Background: an optimization exercise with open tools, aiming at small area. Do not read the settings as production practice. Only simulation tests tie the RTL to the original design; equivalence was not proved. Power figures rest on the tool's default switching activity, not on a simulated workload.

**flow/flow/run.sh**
```bash
#!/bin/bash
# The standard ORFS layout (standard.sh, unchanged synthesis) with these changes:
#  - port buffers are buf_1 instead of the tool's default pick
#  - CTS without dummy loads, larger sink clusters
#  - repair aims at 10% cap/slew margin and 0.2 ns setup margin, denser core
set -euo pipefail
bash standard.sh \
  "BUFFER_PORTS_ARGS=-buffer_cell sky130_fd_sc_hd__buf_1" \
  "CTS_ARGS=-sink_clustering_enable -repair_clock_nets -dont_use_dummy_load -buf_list {sky130_fd_sc_hd__clkbuf_8 sky130_fd_sc_hd__clkbuf_16} -sink_clustering_size 25 -sink_clustering_max_diameter 50" \
  "CAP_MARGIN=10" "SLEW_MARGIN=10" "CORE_UTILIZATION=45" "SETUP_SLACK_MARGIN=0.2" \
  finish > make_finish.log 2>&1
```
**flow/standard.sh**
```bash
#!/bin/bash
# synth_recipe.tcl (not shown) runs the flow's synth.tcl, then flattens the netlist and writes it again
# the make line also repeats each setting of config.mk as NAME=value (left out here)
make -C /OpenROAD-flow-scripts/flow DESIGN_CONFIG=/design/flow/config.mk WORK_HOME=/design/flow/orfs CLKGATE_MAP_FILE= SYNTH_SCRIPT=/design/flow/synth_recipe.tcl "${@:-finish}"
```
**flow/config.mk**
```make
export PLATFORM = sky130hd
export DESIGN_NAME = alu_unit
export DESIGN_NICKNAME = alu_unit
export VERILOG_FILES = /design/flow/design.v
export SDC_FILE = /design/flow/constraint.sdc
export NUM_CORES = 4
export LEC_CHECK = 0
export CAP_MARGIN = 20
export CORE_MARGIN = 2
export CORE_UTILIZATION = 40
export SLEW_MARGIN = 20
export SYNTH_HIERARCHICAL = 1
```
**flow/constraint.sdc**
```tcl
create_clock -name core_clock -period 10.5 [get_ports {clk}]
set_input_delay 2.1000 -clock core_clock [delete_from_list [all_inputs] [get_ports {clk}]]
set_output_delay 2.1000 -clock core_clock [all_outputs]
set_load 0.01 [all_outputs]
```
**flow/design.v**
```verilog
`default_nettype none
package alu_pkg;
    parameter int DEF_NUM_SLOTS    = 8;     
    parameter int DEF_RESULT_DEPTH = 32;    
    parameter int TAG_W            = 5;     
    localparam int STATUS_W = 3;     
    localparam int ENTRY_W  = 61;    
    localparam int UPDATE_W = 10;    
    function automatic logic op_supported(logic [5:0] op);
        op_supported = !op[5] && (op[4] ? (op[3:0] == 4'b0110 || op[3:0] == 4'b0111 || op[3:0] == 4'b1000)
                                        : (!op[3] || op[2:0] == 3'b000));
    endfunction
endpackage
`default_nettype wire
`timescale 1ns/10ps
`default_nettype none
module alu_result_row (
    input  wire         clk,
    input  wire         load,
    input  wire         pass,
    input  wire  [31:0] d_new,
    input  wire  [31:0] d_prv,
    output logic [31:0] q
);
    always_ff @(posedge clk) begin
        q <= ~((d_prv | {32{load}}) & (d_new | {32{pass}}));
    end
endmodule
`default_nettype wire
`timescale 1ns/10ps
`default_nettype none
module alu_unit #(
    parameter int NUM_SLOTS    = alu_pkg::DEF_NUM_SLOTS,
    parameter int RESULT_DEPTH = alu_pkg::DEF_RESULT_DEPTH
) (
    input  wire                                       clk,
    input  wire                                       arst_n,
    input  wire  [NUM_SLOTS*alu_pkg::STATUS_W-1:0]    slot_status,
    input  wire  [NUM_SLOTS*alu_pkg::ENTRY_W-1:0]     slot_entry,
    output logic [NUM_SLOTS*alu_pkg::UPDATE_W-1:0]    slot_update,
    output logic [4:0]                                rs_addr,
    input  wire  [31:0]                               rs_data,
    output logic [4:0]                                rt_addr,
    input  wire  [31:0]                               rt_data,
    output logic                                      rd_wr_en,
    output logic [4:0]                                rd_addr,
    output logic [31:0]                               rd_data
);
    localparam int EW = alu_pkg::ENTRY_W;
    localparam int SW = alu_pkg::STATUS_W;
    localparam int UW = alu_pkg::UPDATE_W;
    logic [NUM_SLOTS-1:0] x_elig, x_sel;     
    logic [NUM_SLOTS-1:0] w_elig, w_sel;     
    always_comb begin
        logic x_taken, w_taken;
        for (int i = 0; i < NUM_SLOTS; i++) begin
            x_elig[i] = slot_status[i*SW +: SW] == 3'b100 &&
                        alu_pkg::op_supported(slot_entry[i*EW + 55 +: 6]);
            w_elig[i] = slot_status[i*SW +: SW] == 3'b001 &&
                        alu_pkg::op_supported(slot_entry[i*EW + 55 +: 6]);
        end
        x_taken = 1'b0;
        w_taken = 1'b0;
        for (int i = NUM_SLOTS - 1; i >= 0; i--) begin
            x_sel[i] = x_elig[i] && !x_taken;
            x_taken  = x_taken || x_elig[i];
            w_sel[i] = w_elig[i] && !w_taken;
            w_taken  = w_taken || w_elig[i];
        end
    end
    logic [NUM_SLOTS-1:0] sel_imm;     
    logic [NUM_SLOTS-1:0] sel_reg;     
    logic [5:0]  op;
    logic [31:0] imm_b;
    logic        res_wr_en;
    always_comb begin
        for (int i = 0; i < NUM_SLOTS; i++) begin
            logic [5:0] o;
            o = slot_entry[i*EW + 55 +: 6];
            sel_imm[i] = x_sel[i] && !o[4] && (o[3] || o[2:1] == 2'b11);
            sel_reg[i] = x_sel[i] && !(!o[4] && (o[3] || o[2:1] == 2'b11));
        end
    end
    always_comb begin
        op      = '0;
        rs_addr = '0;
        rt_addr = '0;
        imm_b   = '0;
        for (int i = 0; i < NUM_SLOTS; i++) begin
            op      = op      | ({6{x_sel[i]}}    & slot_entry[i*EW + 55 +: 6]);
            rs_addr = rs_addr | ({5{x_sel[i]}}    & slot_entry[i*EW + 50 +: 5]);
            rt_addr = rt_addr | ({5{x_sel[i]}}    & slot_entry[i*EW + 45 +: 5]);
            imm_b   = imm_b   | ({32{sel_imm[i]}} & slot_entry[i*EW + 8 +: 32]);
        end
    end
    assign res_wr_en = |x_elig;
    logic [31:0] a, b;
    assign a = rs_data;
    assign b = imm_b | ({32{|sel_reg}} & rt_data);
    logic is_shift, is_sub, is_slt, is_and, is_or, is_xor, is_add;
    logic sh_left, sh_arith;
    assign is_shift = op[4];
    assign is_sub   = !op[4] && !op[3] && op[0] && !op[1];           
    assign is_slt   = !op[4] && !op[3] && op[2:0] == 3'b101;
    assign is_and   = !op[4] && !op[3] && op[1] && (op[2:0] == 3'b010 || op[2:0] == 3'b111);
    assign is_or    = !op[4] && (op[3] || op[2:0] == 3'b011);
    assign is_xor   = !op[4] && !op[3] && op[2:0] == 3'b100;
    assign is_add   = !op[4] && !op[3] && (op[2:0] == 3'b000 || op[2:0] == 3'b001 || op[2:0] == 3'b110);
    assign sh_left  = !op[3] && !op[0];
    assign sh_arith = op[3];
    logic [31:0] bb, p, g, c, sum;
    logic        cout;
    assign bb = b ^ {32{is_sub}};
    assign p  = a ^ bb;
    assign g  = a & bb;
    logic [31:0] gg, pp;
    always_comb begin
        gg = g;
        pp = p;
        for (int l = 0; l < 5; l++) begin
            for (int i = 0; i < 32; i++) begin
                if (i[l]) begin
                    gg[i] = gg[i] | (pp[i] & gg[((i >> l) << l) - 1]);
                    pp[i] = pp[i] & pp[((i >> l) << l) - 1];
                end
            end
        end
        c[0] = is_sub;
        for (int i = 1; i < 32; i++) c[i] = gg[i-1] | (pp[i-1] & is_sub);
        cout = gg[31] | (pp[31] & is_sub);
    end
    assign sum = p ^ c;
    logic [31:0] sh_in, sh_out, sh_res;
    logic        fill;
    always_comb begin
        for (int i = 0; i < 32; i++) sh_in[i] = sh_left ? a[31-i] : a[i];
    end
    assign fill   = sh_arith && a[31];
    assign sh_out = 32'($signed({fill, sh_in}) >>> b[4:0]);
    always_comb begin
        for (int i = 0; i < 32; i++) sh_res[i] = sh_left ? sh_out[31-i] : sh_out[i];
    end
    logic [31:0] res_data;
    assign res_data = ({32{is_add}}   & sum)
                    | ({32{is_slt}}   & {32{!cout}})
                    | ({32{is_and}}   & g)
                    | ({32{is_or}}    & (p | g))
                    | ({32{is_xor}}   & p)
                    | ({32{is_shift}} & sh_res);
    logic [4:0] alloc_ptr;    
    logic [4:0] base;         
    always_ff @(posedge clk or negedge arst_n) begin
        if (!arst_n) begin
            alloc_ptr <= '0;
            base      <= '0;
        end else begin
            base <= base + 5'd1;
            if (res_wr_en) alloc_ptr <= alloc_ptr + 5'd1;    
        end
    end
    logic [4:0] wr_row;
    assign wr_row = base + alloc_ptr + 5'd1;
    logic [RESULT_DEPTH-1:0]       load;      
    logic [RESULT_DEPTH-1:0]       pass;      
    logic [RESULT_DEPTH-1:0][31:0] row_q;
    always_comb begin
        for (int r = 0; r < RESULT_DEPTH; r++) begin
            load[r] = res_wr_en && wr_row == 5'(r);
            pass[r] = !load[r];
        end
    end
    for (genvar r = 0; r < RESULT_DEPTH; r++) begin : g_row
        alu_result_row u_row (
            .clk   (clk),
            .load  (load[r]),
            .pass  (pass[r]),
            .d_new (r % 2 == 0 ? ~res_data : res_data),    
            .d_prv (row_q[(r + RESULT_DEPTH - 1) % RESULT_DEPTH]),
            .q     (row_q[r])
        );
    end
    logic [4:0] wb_tag, rd_row;
    always_comb begin
        wb_tag  = '0;
        rd_addr = '0;
        for (int i = 0; i < NUM_SLOTS; i++) begin
            wb_tag  = wb_tag  | ({5{w_sel[i]}} & slot_entry[i*EW + 3 +: 5]);
            rd_addr = rd_addr | ({5{w_sel[i]}} & slot_entry[i*EW + 40 +: 5]);
        end
    end
    assign rd_wr_en = |w_elig;
    assign rd_row   = base + wb_tag;
    logic [31:0] rd_even, rd_odd;
    always_comb begin
        rd_even = '0;
        rd_odd  = '0;
        for (int r = 0; r < RESULT_DEPTH; r += 2) begin
            rd_even = rd_even | ({32{rd_row == 5'(r)}}     & row_q[r]);
            rd_odd  = rd_odd  | ({32{rd_row == 5'(r + 1)}} & row_q[r + 1]);
        end
    end
    assign rd_data = rd_even | ({32{rd_row[0]}} & ~rd_odd);
    always_comb begin
        for (int s = 0; s < NUM_SLOTS; s++) begin
            logic [2:0] st, stamp;
            st    = slot_entry[s*EW +: 3];
            stamp = {st[2] | slot_status[s*SW + 2], st[1], st[0] | slot_status[s*SW]};
            slot_update[s*UW +: UW] = {x_sel[s] | w_sel[s], stamp, x_sel[s], alloc_ptr};
        end
    end
endmodule
`default_nettype wire
```
==> summary.txt, run 1 <==
* 1st-iter DRT viols at 10800
* Number of fillers in the final layout at 9576
* FF+latch count, synth at 1034
* Area of the core region at 100000 um^2
* # DRC at 0
* Number of flops mapped to enable cells by yosys at 0
* Routed via count at 52900
* Routed wirelength normalized by instance count at 42.6 um
* Clk_skew at 0.0511 ns
* Total half-perimeter wirelength after legalization and detailed placement at 189000 um
* Post-route worst hold slack at 0.386 ns
* Ys async rst share at 0.967%
* Gp weighted congestion at 1.10
* Post-Synthesis Cell Area at 45700 um^2
* Post-layout min period at 10.23 ns
* Number of detailed-routing iterations run before antenna repair at 13
* Outcome: finished clean
* Count of mapped cells out of synthesis at 4717
* Proportion of layout cells with a drive suffix above 1 at 11.8%
* Placed Area at 50100 um^2
* Remaining number of nets flagged by the antenna check after routing at 0
* Cell occurring most often along the worst timing path: inv_1
* Maximum clock path buffer count at 3
* Maximum resistive drop on vdd at 0.000145 V
* IO buf count at 689
* Number of nets produced by synthesis at 5371
* Highest-delay cell along the critical path: nor2_2
* IO Count at 706
* Number of violations of the max-capacitance limit at 0
* Number of antenna violations at the first check in global routing at 32
* Area of combinational cells with multiple inputs at 22300 um^2
* Syn. warnings at 8
* Required time of the critical path at 8.40 ns
* Endpoint class of the critical path: primary output
* Post-route setup TNS at 0 ns
* Global-route wire length before repair at 386000 um
* Setup violation total in the final timing report at 0
* H-tree depth at 3
* Slew HR at 7.40%
* Master cell of the clock root buffer: clkbuf_16
* Kind of start point of the critical path: input port
* Most frequent cells in the layout: o22ai_1, dfxtp_1, buf_1
* Overall power after layout at 13.5 mW
* Setup repair after global routing missed its margin: false
* Final Hold Vio Count at 0
* Area grow syn2layout at 14.8%
* Setup Crit Path Kind: input port to primary output
* Final-report max-slew violation count at 0
* Pre-CTS worst setup slack at 0.237 ns
* Sequential cell area at 20700 um^2
* Clock tree from TritonCTS: done
* Flip-flop cell with the highest count after synthesis: dfxtp_1
* Type of the worst min-delay path: flip-flop to flip-flop
* Syn avg cell area at 9.69 um^2
* Crit-path max FO at 11
* Chip Height at 323 um
* Effective utilization at floorplan at 45.5%
* Leakage power of the design at 19.1 nW
* Post-route clock period utilization at 97.4%
* Sequential area share after synthesis at 45.4%
* Most common cell after layout, fill and taps aside: o22ai_1
* Delay contributed by the slowest stage of the critical path at 1.12 ns
* Data arrival, critical path at 8.13 ns
* Post-route worst setup slack at 0.273 ns
* Final Cell Area at 52500 um^2
* Power per standard cell area at 258 nW/um^2
* Slew of the pin with the lowest slew margin at 1.39 ns
* Clock transition at the register clock pins on the worst setup and hold paths after CTS at 0.10 ns
* Clock latency reported for the late side of the worst-skew pair at 0.65 ns
* Num Clock Sinks at 1034
* Overflow left after global routing at 0
* Cells along the critical path: buf_1 > or4b_2 > a211oi_2 > inv_1 > nor2_2 > a22oi_1 > o21ai_0 > a221oi_1 > nand2_1 > ha_2 > inv_1 > fa_1 > inv_1 > a21o_1 > a21oi_1 > xnor2_1 > xnor2_2 > nand2b_4 > nor2_2 > a221oi_1 > nand4_1 > o21bai_1 > buf_1
* Vias/cell at 7.86
* Overall fraction of global-route tracks in use at 52.4%
* Peak Freq at 97.8 MHz
* Total Die Area at 104000 um^2
* Via count of the first global-routing pass at 49000
* Final-stage net count at 6006
* Std cell rows at 116
* Clock buffer count from CTS at 80
* Post-synth cell types at 107
* Final wirelength at 287000 um
* DIE WIDTH at 323 um
* Largest net degree at the start of global routing at 42
==> path summary, 6_finish.rpt <==
| kind | startpoint | end | slack, ns | cells past startpoint |
|---|---|---|---|---|
| setup / recovery | slot_status[16] | rd_data[16] | 0.27 | 23 |
| hold / removal | g_row[28].u_row.q[11] | g_row[29].u_row.q[11] | 0.39 | 1 |
| setup reg to reg | alloc_ptr[0] | g_row[28].u_row.q[21] | 5.97 | 13 |
| hold reg to reg | g_row[28].u_row.q[11] | g_row[29].u_row.q[11] | 0.39 | 1 |
| max in group asynchronous | arst_n | alloc_ptr[0] | 8.71 | 1 |
| min in group asynchronous | arst_n | base[1] | 1.40 | 1 |
==> modules after synthesis (local to each module, per instance) <==
module	flip-flops and latches	times used	cells inside
alu_result_row	32	32	70
alu_unit	10	1	2477
==> synthesized netlist by cell type (all sizes together) (16+ instances only) <==
| cell | instances | area (um^2) |
|---|---|---|
| buf | 304 | 2260 |
| xnor2 | 57 | 499 |
| o22ai | 1031 | 6460 |
| nand2 | 204 | 778 |
| xor2 | 18 | 158 |
| mux2 | 24 | 270 |
| a222oi | 74 | 741 |
| nor4 | 16 | 146 |
| ha | 74 | 926 |
| a21oi | 116 | 611 |
| clkbuf | 149 | 559 |
| mux2i | 52 | 521 |
| or2 | 28 | 175 |
| a22oi | 201 | 1510 |
| inv | 118 | 443 |
| nor2 | 114 | 435 |
| o211ai | 22 | 165 |
| and3 | 26 | 163 |
| a221oi | 209 | 1860 |
| o21bai | 37 | 278 |
| nand3 | 75 | 375 |
| dfxtp | 1024 | 20500 |
| a21o | 23 | 173 |
| o21ai | 80 | 404 |
| nor3 | 75 | 375 |
| nand4 | 111 | 701 |
| a22o | 168 | 1470 |
| a221o | 40 | 400 |
| a211oi | 25 | 245 |
==> what timing repair did <==
| item | CTS | global route |
|---|---|---|
| setup buffers | 0 | 19 |
| hold buffers | 0 | 0 |
| endpoints found under the setup margin | 0 | 32 |
| resized for setup | 0 | 12 |
| endpoints found under the hold margin | 0 | 0 |
==> report_power, final <==
part / internal [mW] / switching [mW] / leakage (nW)
clock network: 1.34 / 1.41 / 0.986
logic: 1.55 / 2.57 / 8.98
registers: 5.54 / 1.11 / 9.19
==> stage by stage <==
step           utilization, %  cells
2_1_floorplan               -   4717
3_3_place_gp             49.9   6603
3_5_place_dp             49.9   6604
4_1_cts                  51.9   6684
5_1_grt                  52.2   6715
6_report                 52.2   6728
==> state kept, by name, summed over array words and instances, names as in the netlist <==
| name | count |
|---|---|
| g_row.u_row.q | 1024 |
| alloc_ptr | 5 |
| base | 5 |
==> critical path: cells and delay by family <==
kind | cells | cell delay, ns
AO/OA/AOI/OAI | 8 | 1.47
XOR/XNOR | 2 | 0.38
adder cells (fa/ha/maj) | 2 | 0.64
buffers and inverters | 5 | 0.72
AND/OR/NAND/NOR | 6 | 2.79
==> per-layer routing <==
metal  global-route usage [%]  up-vias  routed length, um
met2                     71.4     5691             110000
met3                     23.9     1780              46600
met4                     39.3       36              28400
li1                         -    20200                  -
met1                     64.1    25200             101000
met5                    0.833        -                518
==> cell type report <==
type	instances	share of cell area (%)
multi-input combinational	3116	42.4
sequential	1034	39.6
timing repair buffer	1002	10.0
clock buffer	80	3.82
tap	1357	3.24
inverter	118	0.844
antenna	21	0.100
==> logic make-up (layout without fill, tap and decap cells) <==
family	count (synthesis)	count (layout)	share of synthesized area [%]
XOR/XNOR	75	75	1.44
adder cells (fa/ha/maj)	76	76	2.11
other	0	21	0
AND/OR/NAND/NOR	735	739	8.30
multiplexers	79	79	1.88
AO/OA/AOI/OAI	2147	2147	33.7
flip-flops	1034	1034	45.4
buffers and inverters	571	1200	7.14
==> run 2: changes to the inputs <==
==> flow/flow/run.sh (replaced) <==
#!/bin/bash
# The standard ORFS layout (standard.sh, unchanged synthesis) with these changes:
#  - port buffers are buf_1 instead of the tool's default pick
#  - CTS without dummy loads, larger sink clusters
#  - repair aims at 0.2 ns setup margin, denser core and placement
set -euo pipefail
bash standard.sh \
  "BUFFER_PORTS_ARGS=-buffer_cell sky130_fd_sc_hd__buf_1" \
  "CTS_ARGS=-sink_clustering_enable -repair_clock_nets -dont_use_dummy_load -buf_list {sky130_fd_sc_hd__clkbuf_8 sky130_fd_sc_hd__clkbuf_16} -sink_clustering_size 30 -sink_clustering_max_diameter 60" \
  "CORE_UTILIZATION=45" "PLACE_DENSITY=0.72" "SETUP_SLACK_MARGIN=0.2" \
  finish > make_finish.log 2>&1
==> run 2 against run 1 <==
- final cell count fell by 0.27%
- largest power group unchanged
- global-route usage rose by 0.66 points
- first-iteration DRC count rose by 19%
- area after synthesis did not move
- clock skew rose by 0.037 ns
==> summary.txt, run 2 <==
* Outcome: finished clean
* Leading cell type by number of instances after synthesis: o22ai_1
* Kind of start point of the critical path: input port
* Endpoint class of the critical path: primary output
* Overflow left after global routing at 0 (unchanged)
* IO Count at 706 (unchanged)
* Number of violations of the max-capacitance limit at 0 (unchanged)
* Post-synth cell types at 107 (unchanged)
* Flip-flop cell with the highest count after synthesis: dfxtp_1
* Count of non-filler cells in the finished layout at 6710 (-0.27%)
* Slew of the pin with the lowest slew margin at 1.41 ns (+0.0245 ns)
* Met2 track demand over resource in global routing at 69.4% (-2.0 points)
* Most common cell after layout, fill and taps aside: o22ai_1
* Most congested layer reported by global routing: met2
* Post-synth top area share at 44.9% (unchanged)
* Total half-perimeter wirelength after legalization and detailed placement at 192000 um (+1.7%)
* Setup Crit Path Kind: input port to primary output
* Clock buffer count from CTS at 48 (-40%)
* Number of nets produced by synthesis at 5371 (unchanged)
* Final wirelength at 290000 um (+1.2%)
* Register with the most flip-flops: g_row.u_row.q
* Chip Height at 323 um (unchanged)
* Routed via count at 53700 (+1.7%)
* Post-Synthesis Cell Area at 45700 um^2 (unchanged)
* Number of antenna violations at the first check in global routing at 48 (+50%)
* Num Clock Sinks at 1034 (unchanged)
* Power per standard cell area at 251 nW/um^2 (-2.6%)
* Most frequent cells in the layout: o22ai_1, dfxtp_1, buf_1
* Clock latency reported for the late side of the worst-skew pair at 0.67 ns (+0.02 ns)
* Final core utilization at 51.5% (-0.71 points)
* FF+latch count, synth at 1034 (unchanged)
* Area of the core region at 100000 um^2 (unchanged)
* Clk_skew at 0.0880 ns (+0.0369 ns)
* Largest area contributor in the synthesized netlist: dfxtp_1
* Slew HR at 5.86% (-1.5 points)
* Maximum resistive drop on vdd at 0.000173 V (+19%)
* Final-report max-slew violation count at 0 (unchanged)
* Proportion of layout cells with a drive suffix above 1 at 10.9% (-0.84 points)
* Type of the worst min-delay path: flip-flop to flip-flop
* Peak Freq at 97.1 MHz (-0.72%)
* Leakage power of the design at 18.7 nW (-2.1%)
* Area grow syn2layout at 13.2%
* # DRC at 0 (unchanged)
* Number of detailed-routing iterations run before antenna repair at 22 (+9)
* Post-route clock period utilization at 98.1% (+0.71 points)
* Number of flops mapped to enable cells by yosys at 0 (unchanged)
* 1st-iter DRT viols at 12800 (+19%)
* Final-stage net count at 5959 (-0.78%)
* Sequential area share after synthesis at 45.4% (unchanged)
* Number of fillers in the final layout at 9532 (-0.46%)
* Final Hold Vio Count at 0 (unchanged)
* Post-layout min period at 10.30 ns (+0.0746 ns)
* H-tree depth at 2 (-1)
* DIE WIDTH at 323 um (unchanged)
* Post-route setup TNS at 0 ns (unchanged)
* Data arrival, critical path at 8.20 ns (+0.07 ns)
* Met1 routing resource usage after global routing at 61.1% (-3.0 points)
* Largest regs: g_row.u_row.q x1024, alloc_ptr x5, base x5
* # hold bufs at CTS at 0 (unchanged)
* Cell types occupying the most area after synthesis: dfxtp_1, o22ai_1, a221oi_1
* Flip-flop count of the largest register, all copies and words added at 1024 (unchanged)
* Vias/cell at 8.01 (+1.9%)
* Maximum clock path buffer count at 3 (unchanged)
* Largest net degree at the start of global routing at 42 (unchanged)
* Syn avg cell area at 9.69 um^2 (unchanged)
* Overall fraction of global-route tracks in use at 53.1% (+0.66 points)
* Most frequent cells after synthesis: o22ai_1, dfxtp_1, a221oi_1, a22oi_1, nand2_1
* Clock tree from TritonCTS: done
* Clock transition at the register clock pins on the worst setup and hold paths after CTS at 0.10 ns (about the same)
* IO buf count at 689 (unchanged)
* Setup repair after global routing missed its margin: false
* Std cell rows at 116 (unchanged)
* M3 GR Usage at 29.2% (+5.3 points)
* Gp weighted congestion at 1.10 (-0.38%)
* Overall power after layout at 13.0 mW (-4.0%)
* Remaining number of nets flagged by the antenna check after routing at 0 (unchanged)
* Routed wirelength normalized by instance count at 43.2 um (+1.4%)
* Post-route worst hold slack at 0.396 ns (+0.00942 ns)
* Effective utilization at floorplan at 45.5% (unchanged)
* Total Die Area at 104000 um^2 (unchanged)
* Syn. warnings at 8 (unchanged)
* Master cell of the clock root buffer: clkbuf_16
* Setup violation total in the final timing report at 0 (unchanged)
* Ys async rst share at 0.967% (unchanged)
* Via count of the first global-routing pass at 50100 (+2.3%)
* Crit-path max FO at 10 (-1)
* Global-route wire length before repair at 389000 um (+0.79%)
* Cells after DPL at 6606 (+0.030%)
* Count of mapped cells out of synthesis at 4717 (unchanged)
* Required time of the critical path at 8.40 ns (about the same)
-- run 2: critical path: stages --
cell	delay (ns)
buf_1	0.30
or4b_2	0.76
a211oi_1	0.27
buf_4	0.23
nor3b_1	0.25
buf_4	0.27
a222oi_1	0.15
nand2_1	0.13
ha_2	0.18
inv_1	0.05
fa_1	0.42
inv_1	0.07
a21o_1	0.11
a21oi_1	0.08
xnor2_1	0.15
xnor2_1	0.40
buf_4	0.23
nand2_1	0.22
nor2_4	0.65
buf_4	0.37
a22o_1	0.18
a221oi_1	0.05
nand4_1	0.10
o21bai_1	0.16
buf_1	0.29
-- run 2: metrics by stage --
stage / worst slack (ns) / cell area (um^2)
final: 0.198 / 51700
after global placement: 0.184 / 50200
after floorplan: 1.52 / 45700
after global routing: 0.285 / 51700
after CTS: 0.208 / 51500
after detailed placement: 0.190 / 50300
-- run 2: worst paths after layout --
kind | from | endpoint | slack [ns] | cells past startpoint
max | slot_status[14] | rd_data[10] | 0.20 | 25
min | g_row[7].u_row.q[7] | g_row[8].u_row.q[7] | 0.40 | 1
max reg2reg | alloc_ptr[0] | g_row[28].u_row.q[2] | 5.05 | 12
min reg2reg | g_row[7].u_row.q[7] | g_row[8].u_row.q[7] | 0.40 | 1
max in group asynchronous | arst_n | alloc_ptr[4] | 8.68 | 1
min in group asynchronous | arst_n | base[1] | 1.39 | 1
-- run 2: area by class of cell --
type	count	area, um^2	area share [%]
antenna	50	125	0.242
clock buffer	48	1200	2.32
inverter	118	449	0.868
multi-input combinational	3113	22200	42.9
sequential	1034	20700	40.1
tap	1357	1700	3.28
timing repair buffer	990	5320	10.3
-- run 2: modules after synthesis (local to each module, per instance) --
module / cells inside / cell area, um^2
alu_result_row: 70 / 890
alu_unit: 2477 / 17200
-- run 2: where the power goes --
| part | switching, mW | internal (mW) | leakage, nW |
|---|---|---|---|
| Combinational | 2.59 | 1.60 | 8.96 |
| Clock | 1.27 | 0.819 | 0.592 |
| Sequential | 1.17 | 5.54 | 9.19 |
-- run 2: what timing repair did --
item	in CTS	in global routing
buffers inserted	0	2
endpoints found under the setup margin	1	32
pin swaps	1	1
resized for setup	0	3
cloned	1	0
-- run 2: per-layer routing --
metal / wire (um) / share of wire, %
met5: 605 / 0.21
met4: 34600 / 12
met3: 50300 / 17
met2: 108000 / 37
met1: 97000 / 33
-- run 2: logic make-up (layout without fill, tap and decap cells) --
kind of cell	count (synthesis)	after routing	share of synthesized area, %
AO/OA/AOI/OAI	2147	2147	33.7
flip-flops	1034	1034	45.4
AND/OR/NAND/NOR	735	736	8.30
buffers and inverters	571	1156	7.14
multiplexers	79	79	1.88
adder cells (fa/ha/maj)	76	76	2.11
XOR/XNOR	75	75	1.44
other	0	50	0
==> run 3: changes to the inputs <==
--- a/flow/flow/run.sh
+++ b/flow/flow/run.sh
@@ -4,3 +4,3 @@
 #  - CTS without dummy loads, larger sink clusters
-#  - repair aims at 0.2 ns setup margin, denser core and placement
+#  - repair aims at 0.2 ns setup margin, denser core
 set -euo pipefail
@@ -9,3 +9,3 @@
   "CTS_ARGS=-sink_clustering_enable -repair_clock_nets -dont_use_dummy_load -buf_list {sky130_fd_sc_hd__clkbuf_8 sky130_fd_sc_hd__clkbuf_16} -sink_clustering_size 30 -sink_clustering_max_diameter 60" \
-  "CORE_UTILIZATION=45" "PLACE_DENSITY=0.72" "SETUP_SLACK_MARGIN=0.2" \
+  "CORE_UTILIZATION=45" "SETUP_SLACK_MARGIN=0.2" \
   finish > make_finish.log 2>&1
==> run 3 against run 2 <==
- final cell count about the same
- synthesized cell count unchanged
- fmax up 0.21%
- critical endpoint is now rd_data[13]
- clock power up 3%
- flip-flop and latch count unchanged
- die area unchanged
- sequential share of layout area about the same
- via count down 2.0%
- worst hold slack worse by 0.065 ns
- register-to-register slack better by 0.90 ns
- setup slack better by 0.021 ns
==> summary.txt, run 3 <==
* Vias/cell at 7.85 (-2.0%)
* Num Clock Sinks at 1034 (unchanged)
* Post-layout min period at 10.28 ns (-0.0213 ns)
* Count of mapped cells out of synthesis at 4717 (unchanged)
* Final core utilization at 51.5% (about the same)
* Kind of start point of the critical path: input port
* Number of antenna violations at the first check in global routing at 36 (-25%)
* Overall power after layout at 12.9 mW (-0.65%)
* Combinational Power Share at 31.9% (-0.3 points)
* # DRC at 0 (unchanged)
* Portion of total power attributed to sequential cells at 51.5% (about the same)
* Data arrival, critical path at 8.18 ns (-0.02 ns)
* Delay contributed by the slowest stage of the critical path at 0.80 ns (+0.04 ns)
* Power dissipated by switching net loads at 4.96 mW (-1.3%)
* Worst-case hold path end point: g_row[16].u_row.q[7]
* Final Hold Vio Count at 0 (unchanged)
* Minimum setup slack among reg-to-reg paths at 5.95 ns (+0.90 ns)
* Power per standard cell area at 249 nW/um^2 (-0.64%)
* Required time of the critical path at 8.40 ns (about the same)
* Largest area contributor in the synthesized netlist: dfxtp_1
* Outcome: finished clean
* Cell occurring most often along the worst timing path: buf_4
* Post-route clock period utilization at 97.9% (-0.20 points)
* Maximum resistive drop on vdd at 0.000168 V (-2.9%)
* 1st-iter DRT viols at 11200 (-13%)
* Overall fraction of global-route tracks in use at 52.6% (-0.48 points)
* DIE WIDTH at 323 um (unchanged)
* Cell types occupying the most area after synthesis: dfxtp_1, o22ai_1, a221oi_1
* Flip-flop cell with the highest count after synthesis: dfxtp_1
* Sequential area share after synthesis at 45.4% (unchanged)
* Effective utilization at floorplan at 45.5% (unchanged)
* Master cell of the clock root buffer: clkbuf_16
* Maximum clock path buffer count at 3 (unchanged)
* Global-route wire length before repair at 386000 um (-0.72%)
* Number of detailed-routing iterations run before antenna repair at 12 (-45%)
* Most common cell after layout, fill and taps aside: o22ai_1
* Reg-to-reg critical path startpoint: alloc_ptr[0]
* Clock latency reported for the late side of the worst-skew pair at 0.71 ns (+0.04 ns)
* Most frequent cells after synthesis: o22ai_1, dfxtp_1, a221oi_1, a22oi_1, nand2_1
* H-tree depth at 2 (unchanged)
* Remaining number of nets flagged by the antenna check after routing at 0 (unchanged)
* IO Count at 706 (unchanged)
* Count of non-filler cells in the finished layout at 6708 (-0.030%)
* Proportion of layout cells with a drive suffix above 1 at 11.2% (+0.30 points)
* Std cell rows at 116 (unchanged)
* Number of violations of the max-capacitance limit at 0 (unchanged)
* Slew of the pin with the lowest slew margin at 1.35 ns (-0.0604 ns)
* Relative contribution of the clock network to total power at 16.7% (+0.6 points)
* Slew HR at 9.89% (+4.0 points)
* Register with the most flip-flops: g_row.u_row.q
* Chip Height at 323 um (unchanged)
* Clock tree from TritonCTS: done
* Post-route worst hold slack at 0.331 ns (-0.0646 ns)
* Logic depth of the worst register-to-register path at 12 (unchanged)
* Setup repair after global routing missed its margin: false
* Overflow left after global routing at 0 (unchanged)
* Number of flops mapped to enable cells by yosys at 0 (unchanged)
* Routed via count at 52600 (-2.0%)
* Syn. warnings at 8 (unchanged)
* Leading cell type by number of instances after synthesis: o22ai_1
* Setup Crit Path Kind: input port to primary output
* Hold Path Depth at 1 (unchanged)
* Cells after DPL at 6604 (-0.030%)
* Endpoint of the worst register-to-register path: g_row[15].u_row.q[15]
* Post-Synthesis Cell Area at 45700 um^2 (unchanged)
* FF+latch count, synth at 1034 (unchanged)
* Syn avg cell area at 9.69 um^2 (unchanged)
* Final-stage net count at 5977 (+0.30%)
* Final Cell Area at 51700 um^2 (about the same)
* Clock transition at the register clock pins on the worst setup and hold paths after CTS at 0.12 ns (+0.02 ns)
* HP Start: g_row[15].u_row.q[7]
* Ys async rst share at 0.967% (unchanged)
* Flip-flop count of the largest register, all copies and words added at 1024 (unchanged)
* Internal power at 7.93 mW (-0.23%)
* Peak Freq at 97.3 MHz (+0.21%)
* Placed Area at 50200 um^2 (-0.28%)
* Crit-path max FO at 11 (+1)
* Highest-delay cell along the critical path: or4b_2
* Area of the core region at 100000 um^2 (unchanged)
* Post-route worst setup slack at 0.219 ns (+0.0213 ns)
* Final wirelength at 286000 um (-1.4%)
* Post-synth cell types at 107 (unchanged)
* Clock buffer count from CTS at 50 (+4.2%)
* Area grow syn2layout at 13.2% (about the same)
* Setup violation total in the final timing report at 0 (unchanged)
* Gp weighted congestion at 1.10 (+0.38%)
* Largest net degree at the start of global routing at 42 (unchanged)
* # hold bufs at CTS at 0 (unchanged)
* Leakage power of the design at 18.8 nW (+0.25%)
* Total Die Area at 104000 um^2 (unchanged)
* Endpoint class of the critical path: primary output
* Number of nets produced by synthesis at 5371 (unchanged)
* Largest regs: g_row.u_row.q x1024, alloc_ptr x5, base x5
* Post-route setup TNS at 0 ns (unchanged)
* IO buf count at 689 (unchanged)
* Routed wirelength normalized by instance count at 42.6 um (-1.4%)
* Type of the worst min-delay path: flip-flop to flip-flop
* Clk_skew at 0.114 ns (+0.0255 ns)
* Pre-CTS worst setup slack at 0.257 ns (+0.0672 ns)
* Total half-perimeter wirelength after legalization and detailed placement at 189000 um (-1.6%)
* Cells along the critical path: buf_1 > or4b_2 > a211oi_2 > buf_4 > nor3b_1 > a221oi_1 > nand2_1 > a221o_1 > ha_1 > a21o_1 > a21oi_1 > xor2_1 > nand2_1 > buf_4 > nor2_4 > buf_4 > a22o_1 > a221oi_1 > nand4_1 > o21bai_1 > buf_1
* Most frequent cells in the layout: o22ai_1, dfxtp_1, buf_1
* Post-synth top area share at 44.9% (unchanged)
* Final-report max-slew violation count at 0 (unchanged)
* Switching power share of the total at 38.5% (-0.26 points)
* Via count of the first global-routing pass at 48600 (-3.0%)
## run 3: cell counts after synthesis
No cell type changed its count.
## run 3: layer usage
layer	up-vias	routed length, um	GRT usage (%)
met3	1693	45400	23.4
met4	20	28600	40.9
met5	-	192	0
met2	5668	110000	71.1
met1	25100	102000	64.6
li1	20100	-	-
## run 3: worst max-delay path by stage
stage | startpoint | endpoint | slack, ns | cells after the start
6_report | slot_status[16] | rd_data[13] | 0.22 | 21
5_1_grt | slot_status[16] | rd_data[28] | 0.20 | 25
4_1_cts | slot_status[16] | rd_data[24] | 0.24 | 25
3_5_place_dp | slot_status[16] | rd_data[21] | 0.26 | 25
3_3_place_gp | slot_status[16] | rd_data[18] | 0.25 | 25
2_1_floorplan | slot_entry[425] | rd_data[26] | 1.52 | 22
## run 3: final cells by class
cell class | instances | area, um^2
fill | 9606 | 48700
multi-input combinational | 3114 | 22200
clock buffer | 50 | 1250
timing repair buffer | 1005 | 5290
tap | 1357 | 1700
sequential | 1034 | 20700
inverter | 118 | 443
antenna | 30 | 75.1
## run 3: Yosys stat by module (local to each module, per instance)
| module | times used | flops+latches | cell area, um^2 | cells |
|---|---|---|---|---|
| alu_unit | 1 | 10 | 17200 | 2477 |
| alu_result_row | 32 | 32 | 890 | 70 |
## run 3: repair_timing
action	in CTS	in global routing
gates resized for setup	1	6
endpoints found under the hold margin	0	0
buffers inserted	4	17
cloned	2	0
endpoints found under the setup margin	1	32
pin swaps	3	7
## run 3: power groups by stage
stage / Combinational [mW] / Sequential, mW / Clock, mW
finish: 4.11 / 6.64 / 2.15
global route: 4.23 / 6.70 / 2.23
CTS: 3.88 / 6.52 / 2.10
detailed placement: 3.87 / 6.59 / 0
global placement: 3.82 / 6.61 / 0
floorplan: 2.52 / 6.22 / 0
## run 3: cells by family (layout without fill, tap and decap cells)
family	count (synthesis)	after routing	share of synthesized area [%]
simple gates	735	737	8.30
flops	1034	1034	45.4
xor+xnor	75	75	1.44
mux	79	79	1.88
fa+ha+maj	76	76	2.11
buf+inv	571	1173	7.14
other cells	0	30	0
compound gates	2147	2147	33.7
## run 3: critical path, delay by kind of cell
family	cells	cell delay [ns]
adders and majority gates	1	0.29
xor gates and xnor gates	1	0.23
AOI/OAI and AO/OA	8	1.80
and+or+nand+nor	6	2.23
buffers and inverters	5	1.49
==> run 4: changes to the inputs <==
--- a/flow/flow/run.sh
+++ b/flow/flow/run.sh
@@ -9,3 +9,3 @@
   "CTS_ARGS=-sink_clustering_enable -repair_clock_nets -dont_use_dummy_load -buf_list {sky130_fd_sc_hd__clkbuf_8 sky130_fd_sc_hd__clkbuf_16} -sink_clustering_size 30 -sink_clustering_max_diameter 60" \
-  "CORE_UTILIZATION=45" "SETUP_SLACK_MARGIN=0.2" \
+  "CORE_UTILIZATION=50" "SETUP_SLACK_MARGIN=0.2" \
   finish > make_finish.log 2>&1
==> run 4 against run 3 <==
- utilization is 5.4 points higher
- final cell count is 2.8% lower
- non-clock buffer count is 30 lower
==> summary.txt, run 4 <==
* Outcome: finished clean
* Overflow left after global routing at 0 (unchanged)
* Setup repair after global routing missed its margin: false
* # DRC at 0 (unchanged)
* Largest area contributor in the synthesized netlist: dfxtp_1
* Vias/cell at 8.33 (+6.2%)
* Kind of start point of the critical path: input port
* Post-Synthesis Cell Area at 45700 um^2 (unchanged)
* Simple-gate portion of the synthesized area at 8.30% (unchanged)
* Number of violations of the max-capacitance limit at 0 (unchanged)
* Pre-CTS worst setup slack at -0.0736 ns (-0.331 ns)
* Flip-flop cell with the highest count after synthesis: dfxtp_1
* Total Die Area at 93800 um^2 (-9.9%)
* Maximum clock path buffer count at 3 (unchanged)
* Area of the core region at 90300 um^2 (-10%)
* Delay contributed by the slowest stage of the critical path at 0.65 ns (-0.15 ns)
* Mux share of post-synthesis cell area at 1.88% (unchanged)
* Area grow syn2layout at 12.4%
* # hold bufs at CTS at 0 (unchanged)
* Post-synth cell types at 107 (unchanged)
* Data arrival, critical path at 8.15 ns (-0.03 ns)
* Post-layout min period at 10.25 ns (-0.0274 ns)
* Gp weighted congestion at 1.10 (about the same)
* Required time of the critical path at 8.40 ns (about the same)
* Slew HR at 9.24% (-0.66 points)
* Setup Crit Path Kind: input port to primary output
* Endpoint class of the critical path: primary output
* Maximum resistive drop on vdd at 0.000137 V (-18%)
* Routed wirelength normalized by instance count at 44.8 um (+5.1%)
* H-tree depth at 2 (unchanged)
* Overall fraction of global-route tracks in use at 58.9% (+6.3 points)
* Clock tree from TritonCTS: done
* Leakage power of the design at 18.6 nW (-0.74%)
* Final Hold Vio Count at 0 (unchanged)
* Highest-delay cell along the critical path: or4b_2
* Clk_skew at 0.0911 ns (-0.0225 ns)
* Most frequent cells in the layout: o22ai_1, dfxtp_1, buf_1
* IO Count at 706 (unchanged)
* Main combinational cell family by area after synthesis: compound AO/OA/AOI/OAI gates
* Routed via count at 54300 (+3.2%)
* Most common cell after layout, fill and taps aside: o22ai_1
* Final-stage net count at 5947 (-0.50%)
* Clock transition at the register clock pins on the worst setup and hold paths after CTS at 0.10 ns (-0.02 ns)
* Count of mapped cells out of synthesis at 4717 (unchanged)
* Number of fillers in the final layout at 8176 (-15%)
* Final wirelength at 292000 um (+2.1%)
* Overall power after layout at 13.0 mW (+0.46%)
* Number of detailed-routing iterations run before antenna repair at 14 (+2)
* Leading cell type by number of instances after synthesis: o22ai_1
* Share of synthesized cell area in full adder, half adder and majority cells at 2.11% (unchanged)
* Final-report max-slew violation count at 0 (unchanged)
* Ys async rst share at 0.967% (unchanged)
* Area fraction in compound gates after synthesis at 33.7% (unchanged)
* Cell types occupying the most area after synthesis: dfxtp_1, o22ai_1, a221oi_1
* Most frequent cells after synthesis: o22ai_1, dfxtp_1, a221oi_1, a22oi_1, nand2_1
* Length of routed wiring on met1 at 97200 um (-4.5%)
* Syn. warnings at 8 (unchanged)
* Syn avg cell area at 9.69 um^2 (unchanged)
* Clock latency reported for the late side of the worst-skew pair at 0.69 ns (-0.02 ns)
* Post-synth top area share at 44.9% (unchanged)
* Std cell rows at 110 (-5.2%)
* Number of flops mapped to enable cells by yosys at 0 (unchanged)
* Slew of the pin with the lowest slew margin at 1.36 ns (+0.00787 ns)
* Number of antenna violations at the first check in global routing at 61 (+69%)
* Top sig layer: met5
* Num Clock Sinks at 1034 (unchanged)
* Met2 WL post-DR at 110000 um (+0.14%)
* Flip-flop count of the largest register, all copies and words added at 1024 (unchanged)
* DIE WIDTH at 306 um (-5.1%)
* Effective utilization at floorplan at 50.6% (+5.1 points)
* Post-route worst hold slack at 0.400 ns (+0.0685 ns)
* Largest net degree at the start of global routing at 42 (unchanged)
* Met3 routed wirelength at 51800 um (+14%)
* IO buf count at 689 (unchanged)
* Proportion of layout cells with a drive suffix above 1 at 10.8% (-0.45 points)
* Largest regs: g_row.u_row.q x1024, alloc_ptr x5, base x5
* FF+latch count, synth at 1034 (unchanged)
* Master cell of the clock root buffer: clkbuf_16
* Post-route worst setup slack at 0.247 ns (+0.0274 ns)
* Power per standard cell area at 252 nW/um^2 (+1.2%)
* Crit-path max FO at 11 (unchanged)
* Xor-xnor portion of the synthesized cell area at 1.44% (unchanged)
* Clock buffer count from CTS at 48 (-4.0%)
* Setup violation total in the final timing report at 0 (unchanged)
* Number of nets produced by synthesis at 5371 (unchanged)
* Post-route clock period utilization at 97.7% (-0.26 points)
* Cells along the critical path: buf_1 > or4b_2 > a211oi_2 > nor3_1 > and3_1 > a222oi_1 > nand2_1 > ha_2 > inv_1 > fa_1 > inv_1 > a21o_1 > a21oi_1 > xnor2_1 > xnor2_1 > buf_4 > or3b_2 > nor2_4 > buf_4 > a22oi_1 > nand4_1 > o21bai_1 > buf_1
* Total half-perimeter wirelength after legalization and detailed placement at 194000 um (+2.4%)
* Global-route wire length before repair at 391000 um (+1.3%)
* Sequential area share after synthesis at 45.4% (unchanged)
* Peak Freq at 97.5 MHz (+0.27%)
* Type of the worst min-delay path: flip-flop to flip-flop
* Remaining number of nets flagged by the antenna check after routing at 0 (unchanged)
* 1st-iter DRT viols at 13200 (+18%)
* Chip Height at 306 um (-5.1%)
* Via count of the first global-routing pass at 49900 (+2.7%)
* Register with the most flip-flops: g_row.u_row.q
==> run 4: per-layer routing <==
| metal | track usage [%] | up-vias |
|---|---|---|
| li1 | - | 20100 |
| met1 | 68.4 | 25600 |
| met3 | 33.1 | 2202 |
| met2 | 78.8 | 6408 |
| met5 | 5.32 | - |
| met4 | 45.4 | 41 |
==> run 4: modules after synthesis (local to each module, per instance) <==
module | flip-flops and latches | times used | cells inside
alu_unit | 10 | 1 | 2477
alu_result_row | 32 | 32 | 70
==> run 4: metrics by stage <==
stage	area, um^2	util [%]	std cells	TNS, ns
2_1_floorplan	45700	-	4717	0
3_3_place_gp	49500	54.8	6379	-5.70
3_5_place_dp	49600	54.9	6381	-0.0906
4_1_cts	50900	56.4	6443	0
5_1_grt	51300	56.8	6489	0
6_report	51400	56.9	6519	0
==> run 4: final cells by class <==
cell class | instances | area (um^2) | share of cell area [%]
multi-input cells | 3116 | 22300 | 43.4
flip-flops and latches | 1034 | 20700 | 40.4
repair buffers | 975 | 5100 | 9.92
well taps | 1176 | 1470 | 2.86
clock buffers | 48 | 1200 | 2.34
inverters | 118 | 449 | 0.874
diodes | 52 | 130 | 0.253
==> run 4: power breakdown <==
group | total (mW) | switching, mW | internal, mW | leakage [nW]
Sequential | 6.68 | 1.15 | 5.54 | 9.19
Combinational | 4.17 | 2.63 | 1.54 | 8.87
Clock | 2.10 | 1.28 | 0.820 | 0.592
Total | 13.0 | 5.06 | 7.90 | 18.6
==> run 4: cells by family after synthesis <==
family | count (synthesis)
AO/OA/AOI/OAI | 2147
flip-flops | 1034
AND/OR/NAND/NOR | 735
buffers and inverters | 571
multiplexers | 79
adder cells (fa/ha/maj) | 76
XOR/XNOR | 75
==> run 4: final timing paths <==
check	from	end	slack (ns)	cells past startpoint
max in group asynchronous	arst_n	base[3]	8.67	1
hold reg to reg	g_row[26].u_row.q[8]	g_row[27].u_row.q[8]	0.40	1
hold / removal	g_row[26].u_row.q[8]	g_row[27].u_row.q[8]	0.40	1
setup reg to reg	alloc_ptr[1]	g_row[14].u_row.q[8]	5.29	12
setup / recovery	slot_status[6]	rd_data[2]	0.25	23
min in group asynchronous	arst_n	alloc_ptr[1]	1.46	1
==> run 4: timing repair <==
item	in CTS	in global routing
gates cloned	3	1
endpoints found under the setup margin	30	32
resized for setup	2	10
buffers inserted	11	22
pin swaps	6	8
==> run 4: worst max-delay path: cells and delay by family <==
family | cells | cell delay, ns
simple gates | 7 | 2.57
buf+inv | 6 | 1.38
compound gates | 6 | 1.35
fa+ha+maj | 2 | 0.40
xor+xnor | 2 | 0.33

-- what the ideal ports hide --
In the flow no input, the clock included, has a driving cell. The finished layouts below were timed again as built, in two steps.
Step 1: set_driving_cell puts a clkbuf_16 on clk and a buf_2 on each other input, an assumption about the parent block.
Step 2 moves the port delays by t, midway between the first and last clock arrival at a register: inputs arrive t later, outputs are due t later. That takes back most of the time a late clock gives input paths.
a / b / c = no drivers / after step 1 / after step 2; a / b = the first two.
| run | t (ns) | setup slack, ns | hold slack, ns |
|---|---|---|---|
| run 1 | 0.710 | 0.273 / 0.246 / 0.243 | 0.386 / 0.386 / 0.386 |
| run 2 | 0.712 | 0.198 / 0.129 / 0.129 | 0.396 / 0.396 / 0.396 |
| run 3 | 0.709 | 0.219 / 0.191 / 0.191 | 0.331 / 0.331 / 0.331 |
| run 4 | 0.709 | 0.247 / 0.216 / -0.141 | 0.400 / 0.400 / 0.400 |
With both steps, setup timing fails in run 4, where it was met with ideal ports. The setup slack of run 4, which loses most, moves by -0.031 ns with the drivers and by -0.388 ns with both steps.
